Context: an optimization exercise on an open-source flow, tuned for small area and a short achievable clock period. The choices shown serve that exercise and are no tape-out recipe. RTL that was checked went through simulation tests only; none was proved equivalent to the original. No activity file was given, so power comes from the tool's default toggle rates.

==> module read_arbiter, before the edit <==
module read_arbiter (
    input  logic                                     clk,
    input  logic                                     rst_n,
    input  logic [4-1:0]                re,
    input  logic [2*4-1:0]              rsel,
    input  logic [5*4-1:0] raddr,
    output logic [4-1:0]                rvalid,
    output logic [16*4-1:0] rdata,
    output logic [(1<<5)-1:0]           ram_rrow,
    input  logic [16-1:0]                ram_rdata,
    output logic                                     fifo_re,
    input  logic [16-1:0]                fifo_rdata,
    input  logic                                     fifo_empty
);
    logic [4-1:0] ram_req;
    logic [4-1:0] fifo_req;
    logic [4-1:0] rvalid_q;
    logic [16-1:0] ram_word_q;
    logic [16-1:0] fifo_word_q;
    always_comb begin
        for (int c = 0; c < 4; c++) begin
            ram_req[c]  = re[c] && (rsel[2*c +: 2] == 2'd1);
            fifo_req[c] = re[c] && (rsel[2*c +: 2] == 2'd2);
        end
    end
    logic [4-1:0][(1<<5)-1:0] chan_row_n;
    for (genvar c = 0; c < 4; c++) begin : g_dec
        chan_row_dec i_chan_row_dec (
            .re    (re[c]),
            .rsel  (rsel[2*c +: 2]),
            .raddr (raddr[c*5 +: 5]),
            .row_n (chan_row_n[c])
        );
    end
    row_merge i_row_merge (
        .row_n (chan_row_n),
        .row   (ram_rrow)
    );
    assign fifo_re = |fifo_req && !fifo_empty;
    always_ff @(posedge clk) begin
        if (!rst_n) begin
            rvalid_q <= '0;
        end else begin
            for (int c = 0; c < 4; c++) begin
                rvalid_q[c] <= ram_req[c] || (fifo_req[c] && !fifo_empty);
            end
        end
    end
    always_ff @(posedge clk) begin
        ram_word_q  <= ram_rdata;
        fifo_word_q <= fifo_rdata;
    end
    assign rvalid = rvalid_q;
    for (genvar c = 0; c < 4; c++) begin : g_chan
        for (genvar b = 0; b < 16; b += 8) begin : g_slice
            rdata_slice i_slice (
                .clk       (clk),
                .from_ram  (ram_req[c]),
                .from_fifo (rsel[2*c + 1]),
                .ram_word  (ram_word_q[b +: 8]),
                .fifo_word (fifo_word_q[b +: 8]),
                .rdata     (rdata[c*16 + b +: 8])
            );
        end
    end
endmodule
==> module rdata_slice, before the edit <==
module rdata_slice (
    input  logic       clk,
    input  logic       from_ram,
    input  logic       from_fifo,
    input  logic [7:0] ram_word,
    input  logic [7:0] fifo_word,
    output logic [7:0] rdata
);
    logic from_ram_q;
    logic from_fifo_q;
    always_ff @(posedge clk) begin
        from_ram_q  <= from_ram;
        from_fifo_q <= from_fifo && !from_ram;
    end
    logic [7:0] ram_n;
    logic [7:0] fifo_n;
    word_and_n #(.W(8)) i_ram_gate (
        .en  (from_ram_q),
        .a   (ram_word),
        .y_n (ram_n)
    );
    word_and_n #(.W(8)) i_fifo_gate (
        .en  (from_fifo_q),
        .a   (fifo_word),
        .y_n (fifo_n)
    );
    word_nand2 #(.W(8)) i_nand2 (
        .a (ram_n),
        .b (fifo_n),
        .y (rdata)
    );
endmodule
Settings: LEC_CHECK=0, CAP_MARGIN=20, CORE_MARGIN=2, CORE_UTILIZATION=50, CTS_CLUSTER_DIAMETER=80, CTS_CLUSTER_SIZE=25, SETUP_SLACK_MARGIN=1.9, SLEW_MARGIN=20, SYNTH_HIERARCHICAL=1; clock period 4.0 ns.
standard.sh (not shown) runs the stock make flow with config.mk's settings and CLKGATE_MAP_FILE= SYNTH_SCRIPT=/design/flow/synth_recipe.tcl, a recipe that flattens the netlist after the stock synthesis.
==> flow/flow/run.sh <==
#!/bin/bash
# Layout flow: the standard ORFS flow (standard.sh), unchanged synthesis,
# with plain buffers on the ports instead of the delay cells buffer_ports
# picks by default, and a clock tree without dummy loads. Each step's output
# goes to a log of its own here.
set -euo pipefail
export BUFFER_PORTS_ARGS="-buffer_cell sky130_fd_sc_hd__buf_2"
export CTS_ARGS="-sink_clustering_enable -repair_clock_nets -sink_clustering_size 25 -sink_clustering_max_diameter 80 -dont_use_dummy_load"
bash standard.sh synth > synth.log 2>&1
bash standard.sh floorplan > floorplan.log 2>&1
bash standard.sh place > place.log 2>&1
bash standard.sh cts > cts.log 2>&1
bash standard.sh route > route.log 2>&1
bash standard.sh finish > finish.log 2>&1
Change:
--- a/flow/design.v
+++ b/flow/design.v
@@ -211,12 +211,12 @@
     input  logic                                     fifo_empty
 );
     logic [4-1:0] ram_req;
     logic [4-1:0] fifo_req;
     logic [4-1:0] rvalid_q;
-    logic [16-1:0] ram_word_q;
-    logic [16-1:0] fifo_word_q;
+    logic [1:0][16-1:0] ram_word_q;
+    logic [1:0][16-1:0] fifo_word_q;
     always_comb begin
         for (int c = 0; c < 4; c++) begin
             ram_req[c]  = re[c] && (rsel[2*c +: 2] == 2'd1);
             fifo_req[c] = re[c] && (rsel[2*c +: 2] == 2'd2);
         end
@@ -242,24 +242,32 @@
             for (int c = 0; c < 4; c++) begin
                 rvalid_q[c] <= ram_req[c] || (fifo_req[c] && !fifo_empty);
             end
         end
     end
-    always_ff @(posedge clk) begin
-        ram_word_q  <= ram_rdata;
-        fifo_word_q <= fifo_rdata;
+    for (genvar p = 0; p < 2; p++) begin : g_pair
+        word_reg i_ram_word (
+            .clk (clk),
+            .d   (ram_rdata),
+            .q   (ram_word_q[p])
+        );
+        word_reg i_fifo_word (
+            .clk (clk),
+            .d   (fifo_rdata),
+            .q   (fifo_word_q[p])
+        );
     end
     assign rvalid = rvalid_q;
     for (genvar c = 0; c < 4; c++) begin : g_chan
-        for (genvar b = 0; b < 16; b += 8) begin : g_slice
+        for (genvar b = 0; b < 16; b += 4) begin : g_slice
             rdata_slice i_slice (
                 .clk       (clk),
                 .from_ram  (ram_req[c]),
                 .from_fifo (rsel[2*c + 1]),
-                .ram_word  (ram_word_q[b +: 8]),
-                .fifo_word (fifo_word_q[b +: 8]),
-                .rdata     (rdata[c*16 + b +: 8])
+                .ram_word  (ram_word_q[c/2][b +: 4]),
+                .fifo_word (fifo_word_q[c/2][b +: 4]),
+                .rdata     (rdata[c*16 + b +: 4])
             );
         end
     end
 endmodule
 module chan_row_dec (
@@ -287,33 +295,33 @@
 endmodule
 module rdata_slice (
     input  logic       clk,
     input  logic       from_ram,
     input  logic       from_fifo,
-    input  logic [7:0] ram_word,
-    input  logic [7:0] fifo_word,
-    output logic [7:0] rdata
+    input  logic [3:0] ram_word,
+    input  logic [3:0] fifo_word,
+    output logic [3:0] rdata
 );
     logic from_ram_q;
     logic from_fifo_q;
     always_ff @(posedge clk) begin
         from_ram_q  <= from_ram;
         from_fifo_q <= from_fifo && !from_ram;
     end
-    logic [7:0] ram_n;
-    logic [7:0] fifo_n;
-    word_and_n #(.W(8)) i_ram_gate (
+    logic [3:0] ram_n;
+    logic [3:0] fifo_n;
+    word_and_n #(.W(4)) i_ram_gate (
         .en  (from_ram_q),
         .a   (ram_word),
         .y_n (ram_n)
     );
-    word_and_n #(.W(8)) i_fifo_gate (
+    word_and_n #(.W(4)) i_fifo_gate (
         .en  (from_fifo_q),
         .a   (fifo_word),
         .y_n (fifo_n)
     );
-    word_nand2 #(.W(8)) i_nand2 (
+    word_nand2 #(.W(4)) i_nand2 (
         .a (ram_n),
         .b (fifo_n),
         .y (rdata)
     );
 endmodule
@@ -324,10 +332,19 @@
     input  logic [W-1:0] a,
     output logic [W-1:0] y_n
 );
     assign y_n = ~({W{en}} & a);
 endmodule
+module word_reg (
+    input  logic                      clk,
+    input  logic [16-1:0] d,
+    output logic [16-1:0] q
+);
+    always_ff @(posedge clk) begin
+        q <= d;
+    end
+endmodule
 `timescale 1ns/1ns
 module write_arbiter (
     input  logic                                     clk,
     input  logic                                     rst_n,
     input  logic [4-1:0]                we,
Effect: Utilization came out higher by 1.8 points; first-iteration DRC count came out higher by 15%; via count came out higher by 3.2%; routed wire length came out higher by 6.8%; global-route usage came out higher by 1.1 points; combinational power came out higher by 23%; hold slack is worse by 14 ps; critical path depth does not change.
No functional check of the RTL was part of the second run of this note.

## re-timing with driven ports
The flow's constraints put no driver on any port. The routed layouts listed below were extracted and timed again, unchanged, in two steps. Step 1 sets driving cells, clkbuf_16 on the clock port and buf_2 on the other inputs (assumed; they add their load-dependent delay and slew). Step 2 also shifts input and output timing later by t, the mid clock arrival at the registers, as if the neighbouring blocks saw the same clock. a / b / c = ideal / step 1 / step 2; a / b = the first two.
run | t, ns | slack for setup (ns) | hold slack, ns | clock arrival spread, ns | worst slew at a driven data input, ns
the first run | 0.675 | 1.799 / 1.735 / 1.180 | 0.386 / 0.346 / 0.407 | 0.100 / 0.101 | 0.15
the second run | 0.690 | 1.819 / 1.748 / 1.218 | 0.372 / 0.330 / 0.412 | 0.104 / 0.105 | 0.08
After both steps every run listed still meets setup and hold. For the first run, which loses most, drivers alone change the setup slack by -0.064 ns; drivers and shift together by -0.619 ns.
